This design comes from an exercise in tuning for small area on the open sky130 flow, not from production work. The RTL was checked by simulation tests, not by an equivalence proof against the original design. Power figures rest on the tool's default switching activity, not on a simulated workload. The clock port is modelled as an ideal driver; clocking choices that lean on that would not hold on a real chip.

Setup of alpha:
==> flow/design.v (excerpt) <==
module binary_erode3x3 #(
  parameter int DATA_WIDTH = 8,
  parameter int IMG_WIDTH  = 640,
  parameter int IMG_HEIGHT = 480
) (
  input  logic                  clk_i,
  input  logic                  rst_i,
  input  logic                  pixel_datav_i,
  input  logic                  pixel_sof_i,
  input  logic [DATA_WIDTH-1:0] pixel_data_i,
  output logic                  erode_datav_o,
  output logic                  erode_sof_o,
  output logic [DATA_WIDTH-1:0] erode_data_o,
  output logic                  overrun_o
);
clock: 10.0 ns
lec_check: 0
cap_margin: 20
core_margin: 2
core_utilization: 70
cts_buf_list: sky130_fd_sc_hd__clkbuf_16
cts_cluster_diameter: 60
cts_cluster_size: 40
slew_margin: 20
standard.sh (not shown) runs the stock make flow with config.mk's settings and CLKGATE_MAP_FILE= SYNTH_SCRIPT=/design/flow/synth_recipe.tcl, a recipe that flattens the netlist after the stock synthesis.
==> flow/flow/run.sh <==
#!/bin/bash
# Standard ORFS layout, with the port buffers made from the smallest buffer cell and a
# clock tree built without CTS's dummy balancing loads.
set -euo pipefail
export BUFFER_PORTS_ARGS="-buffer_cell sky130_fd_sc_hd__buf_1"
export CTS_ARGS="-sink_clustering_enable -repair_clock_nets -sink_clustering_size 18 -sink_clustering_max_diameter 50 -buf_list sky130_fd_sc_hd__clkbuf_8 -dont_use_dummy_load"
bash standard.sh > standard.log 2>&1
alpha reached the end of the flow, and the finished layout is clean on the timing, DRC and antenna checks.
What beta does differently from alpha at the input level:
==> flow/flow/run.sh <==
#!/bin/bash
# Standard ORFS layout, with the port buffers made from the smallest buffer cell and a
# clock tree built without CTS's dummy balancing loads.
set -euo pipefail
export BUFFER_PORTS_ARGS="-buffer_cell sky130_fd_sc_hd__buf_1"
export CTS_ARGS="-sink_clustering_enable -repair_clock_nets -sink_clustering_size 30 -sink_clustering_max_diameter 60 -buf_list sky130_fd_sc_hd__clkbuf_16 -dont_use_dummy_load"
bash standard.sh > standard.log 2>&1
--- outcome ---
- The flow did not stop early for beta: all stages ran, and the layout cleared the timing, DRC and antenna checks.
- | clock network fraction of design power | higher: beta |
- Going from alpha to beta, total length of routed wires shrinks by 330 um.
- Diff beta and alpha: post-route minimum period lower in alpha
- For beta, the destination of the critical timing path was u_store.sr_reg[417], unlike alpha, where it was u_store.sr_reg[201].
- Higher met1 track demand over resource goes to alpha over beta.
- When beta is set beside alpha, its total power turns out to be about 3.6% larger.
- There was hardly any difference in arrival time at the worst endpoint between alpha and beta.
- Fmax: beta lower than alpha
- Between beta and alpha, the power spent charging and discharging nets figures differ only marginally.
[inputs] gamma vs beta
==> flow/flow/run.sh <==
#!/bin/bash
# Standard ORFS layout, with the port buffers made from the smallest buffer cell and a
# clock tree built without CTS's dummy balancing loads.
set -euo pipefail
export BUFFER_PORTS_ARGS="-buffer_cell sky130_fd_sc_hd__buf_1"
export CTS_ARGS="-sink_clustering_enable -repair_clock_nets -sink_clustering_size 34 -sink_clustering_max_diameter 90 -buf_list sky130_fd_sc_hd__clkbuf_16 -dont_use_dummy_load"
bash standard.sh > standard.log 2>&1
--- outcome ---
- | part of the total power dissipated in combinational logic | beta vs gamma | ≈ equal |
- Part of the cycle the worst path needs (gamma over beta): decrease, 0.48 points
- Of gamma and beta, the run reporting the higher layout overhead on the synthesized area was beta.
- Total power for gamma: 3.8% down relative to beta
- The final layout from gamma, which completed every stage, passed the timing, DRC and antenna checks at the end of the flow.
- beta has a higher biggest fanout along the worst timing path than gamma.
- gamma vs beta — post-route clock skew dropped 0.010 ns.
- Sort gamma and beta by global router's overall resource usage, descending, and beta comes first.
- gamma and beta ended up with roughly the same longest individual stage delay on the worst path.
diff inputs: gamma => delta
==> flow/flow/run.sh <==
#!/bin/bash
# Standard ORFS layout, with the port buffers made from the smallest buffer cell and a
# clock tree built without CTS's dummy balancing loads.
set -euo pipefail
export BUFFER_PORTS_ARGS="-buffer_cell sky130_fd_sc_hd__buf_1"
export CTS_ARGS="-sink_clustering_enable -repair_clock_nets -sink_clustering_size 18 -sink_clustering_max_diameter 50 -buf_list sky130_fd_sc_hd__clkbuf_8 -dont_use_dummy_load"
bash standard.sh > standard.log 2>&1
-- flow/config.mk --
<<< gamma, line 8
export CAP_MARGIN = 20
export CORE_MARGIN = 2
export CORE_UTILIZATION = 70
export CTS_BUF_LIST = sky130_fd_sc_hd__clkbuf_16
export CTS_CLUSTER_DIAMETER = 60
>>> delta, line 8
export CAP_MARGIN = 20
export CORE_MARGIN = 2
export CORE_UTILIZATION = 74
export CTS_BUF_LIST = sky130_fd_sc_hd__clkbuf_16
export CTS_CLUSTER_DIAMETER = 60
[summary]
- gamma and delta ended up with nearly the same total power.
- Compared with gamma, delta instantiates a larger number of cells.
- Against gamma as the reference, delta delivers a lower total number of tap cells.
- Compared delta against gamma; relative contribution of the clock network to total power within noise.
- Summary: with gamma as the reference, number of buffers inserted during clock tree synthesis in delta moved up by more than half.
- | hold slack | delta vs gamma | 0.011 ns lower |
- The higher total length of routed wires of gamma and delta is in delta.
- Number of antenna violations at the first check in global routing came out exactly the same in gamma and delta.
- delta against gamma; vertical die dimension is down by a few percent.
- delta reports a higher clock-buffer cell count than gamma does.

========
== run A ==
Another version of the RTL of binary_erode3x3 (not shown whole).
For scale: ~840 flip-flops, ~23 I/O pins.
export LEC_CHECK = 0
export CAP_MARGIN = 20
export CORE_MARGIN = 2
export CORE_UTILIZATION = 70
export CTS_BUF_LIST = sky130_fd_sc_hd__clkbuf_16
export CTS_CLUSTER_DIAMETER = 60
export CTS_CLUSTER_SIZE = 40
export SLEW_MARGIN = 20
create_clock -name core_clock -period 10.0 [get_ports {clk_i}]
run.sh (not shown) runs the stock make flow with config.mk's settings and CLKGATE_MAP_FILE= SYNTH_SCRIPT=/design/flow/synth_recipe.tcl, a recipe that flattens the netlist after the stock synthesis.
Stock flow here: none of the scripts above is used.
Changes in run B relative to run A:
Settings: CORE_UTILIZATION changed from 70 to 85.
==> flow/flow/run.sh (new file) <==
#!/bin/bash
# Standard ORFS layout, with the port buffers made from the smallest buffer cell and a
# clock tree built without CTS's dummy balancing loads.
set -euo pipefail
export BUFFER_PORTS_ARGS="-buffer_cell sky130_fd_sc_hd__buf_1"
export CTS_ARGS="-sink_clustering_enable -repair_clock_nets -sink_clustering_size 40 -sink_clustering_max_diameter 60 -buf_list sky130_fd_sc_hd__clkbuf_16 -dont_use_dummy_load"
bash standard.sh > standard.log 2>&1
==> flow/standard.sh (new file) <==
#!/bin/bash
# synth_recipe.tcl (not shown) runs the flow's synth.tcl, then flattens the netlist and writes it again
# the make line also repeats each setting of config.mk as NAME=value (left out here)
make -C /OpenROAD-flow-scripts/flow DESIGN_CONFIG=/design/flow/config.mk WORK_HOME=/design/flow/orfs CLKGATE_MAP_FILE= SYNTH_SCRIPT=/design/flow/synth_recipe.tcl "${@:-finish}"
removed: flow/run.sh
### Flow results
- Fraction of registers with async set or reset after synthesis: run B vs run A, no meaningful difference
- Re row count: run B is 6 down on run A.
- detailed placement (3_5_place_dp): run B exited with error
- Reported for run A and run B, post-synthesis cell count turned out identical to the last digit.
### run B -> run C
Settings: CORE_UTILIZATION: 85 -> 70.
==> flow/flow/run.sh <==
#!/bin/bash
# Standard ORFS layout, with the port buffers made from the smallest buffer cell and a
# clock tree built without CTS's dummy balancing loads.
set -euo pipefail
export BUFFER_PORTS_ARGS="-buffer_cell sky130_fd_sc_hd__buf_1"
export CTS_ARGS="-sink_clustering_enable -repair_clock_nets -sink_clustering_size 34 -sink_clustering_max_diameter 90 -buf_list sky130_fd_sc_hd__clkbuf_16 -dont_use_dummy_load"
bash standard.sh > standard.log 2>&1
==> comparison <==
Run C ran to completion and came out clean on the timing, DRC and antenna checks.
Higher final weighted congestion in routability-driven placement among run C and run B: run C
Synthesized netlist cell count: run C vs run B identical
Between run C and run B, the difference in register bit count reported by yosys is negligible.
For run D, these inputs were changed with respect to run C:
Settings: CORE_UTILIZATION changed from 70 to 78.
==> flow/flow/run.sh <==
#!/bin/bash
# Standard ORFS layout, with the port buffers made from the smallest buffer cell and a
# clock tree built without CTS's dummy balancing loads.
set -euo pipefail
export BUFFER_PORTS_ARGS="-buffer_cell sky130_fd_sc_hd__buf_1"
export CTS_ARGS="-sink_clustering_enable -repair_clock_nets -sink_clustering_size 40 -sink_clustering_max_diameter 75 -buf_list sky130_fd_sc_hd__clkbuf_16 -dont_use_dummy_load"
bash standard.sh > standard.log 2>&1
- Summary across run C and run D: the single failing run is run D.
- Changes observed in run D relative to run C: buffers inserted during post-CTS setup optimization shows no meaningful change; number of placed instances, taps included shows a reduction of 20; net count of the mapped netlist shows no meaningful change; number of I/O pins shows no meaningful change; number of buffers added to fix hold violations after cts shows no meaningful change.
The inputs of run E differ from those of run D as listed below.
Settings: CORE_UTILIZATION changed from 78 to 70.
==> flow/flow/run.sh <==
#!/bin/bash
# Standard ORFS layout, with the port buffers made from the smallest buffer cell.
set -euo pipefail
export BUFFER_PORTS_ARGS="-buffer_cell sky130_fd_sc_hd__buf_1"
bash standard.sh > standard.log 2>&1
Among run D and run E, the run that stopped before the end is run D, and it is the only one. Status(run D) = ERROR, stage = clock tree synthesis (4_1_cts). Run E: vertical die dimension is 5.4% higher than what run D reported. Setup slack after placement ended up 330 ps lower on run E than on run D. Combined area of all synthesized cells: run D vs run E identical. Across both runs, instance count after placement with tap cells included was higher for run E than for run D. As far as synthesized cell count goes, run E and run D are indistinguishable; the numbers are identical.

-- afterwards: timing with drivers on the ports --
In the flow no input, the clock included, has a driving cell. The finished layouts below were timed again as built, in two steps.
Step 1 assumes that a clkbuf_16 drives the clock port and a buf_2 every other input.
Step 2 moves the port delays by t, midway between the first and last clock arrival at a register: inputs arrive t later, outputs are due t later. That takes back most of the time a late clock gives input paths.
Three values: no drivers, after step 1, after step 2; two values: the first two.
| run | t (ns) | slack for setup (ns) | hold slack, ns | worst register clock-pin slew, ns | worst data-port slew with drivers (ns) |
|---|---|---|---|---|---|
| alpha | 0.664 | 4.597 / 4.621 / 3.956 | 0.361 / 0.361 / 0.361 | 0.10 / 0.10 | 0.03 |
| beta | 0.614 | 4.502 / 4.532 / 3.918 | 0.390 / 0.390 / 0.390 | 0.10 / 0.10 | 0.03 |
| gamma | 0.631 | 4.550 / 4.580 / 3.949 | 0.400 / 0.400 / 0.400 | 0.12 / 0.12 | 0.03 |
| delta | 0.675 | 4.641 / 4.655 / 3.980 | 0.389 / 0.389 / 0.389 | 0.10 / 0.10 | 0.04 |
| run A | 0.629 | 5.185 / 5.211 / 4.581 | 0.405 / 0.405 / 0.405 | 0.12 / 0.12 | 0.04 |
| run C | 0.645 | 5.111 / 5.144 / 4.500 | 0.419 / 0.419 / 0.419 | 0.12 / 0.12 | 0.03 |
| run E | 0.631 | 5.151 / 5.179 / 4.548 | 0.405 / 0.405 / 0.405 | 0.12 / 0.12 | 0.03 |
After both steps setup and hold are still met in every run listed. The setup slack of delta, which loses most, moves by +0.014 ns with the drivers and by -0.661 ns with both steps.
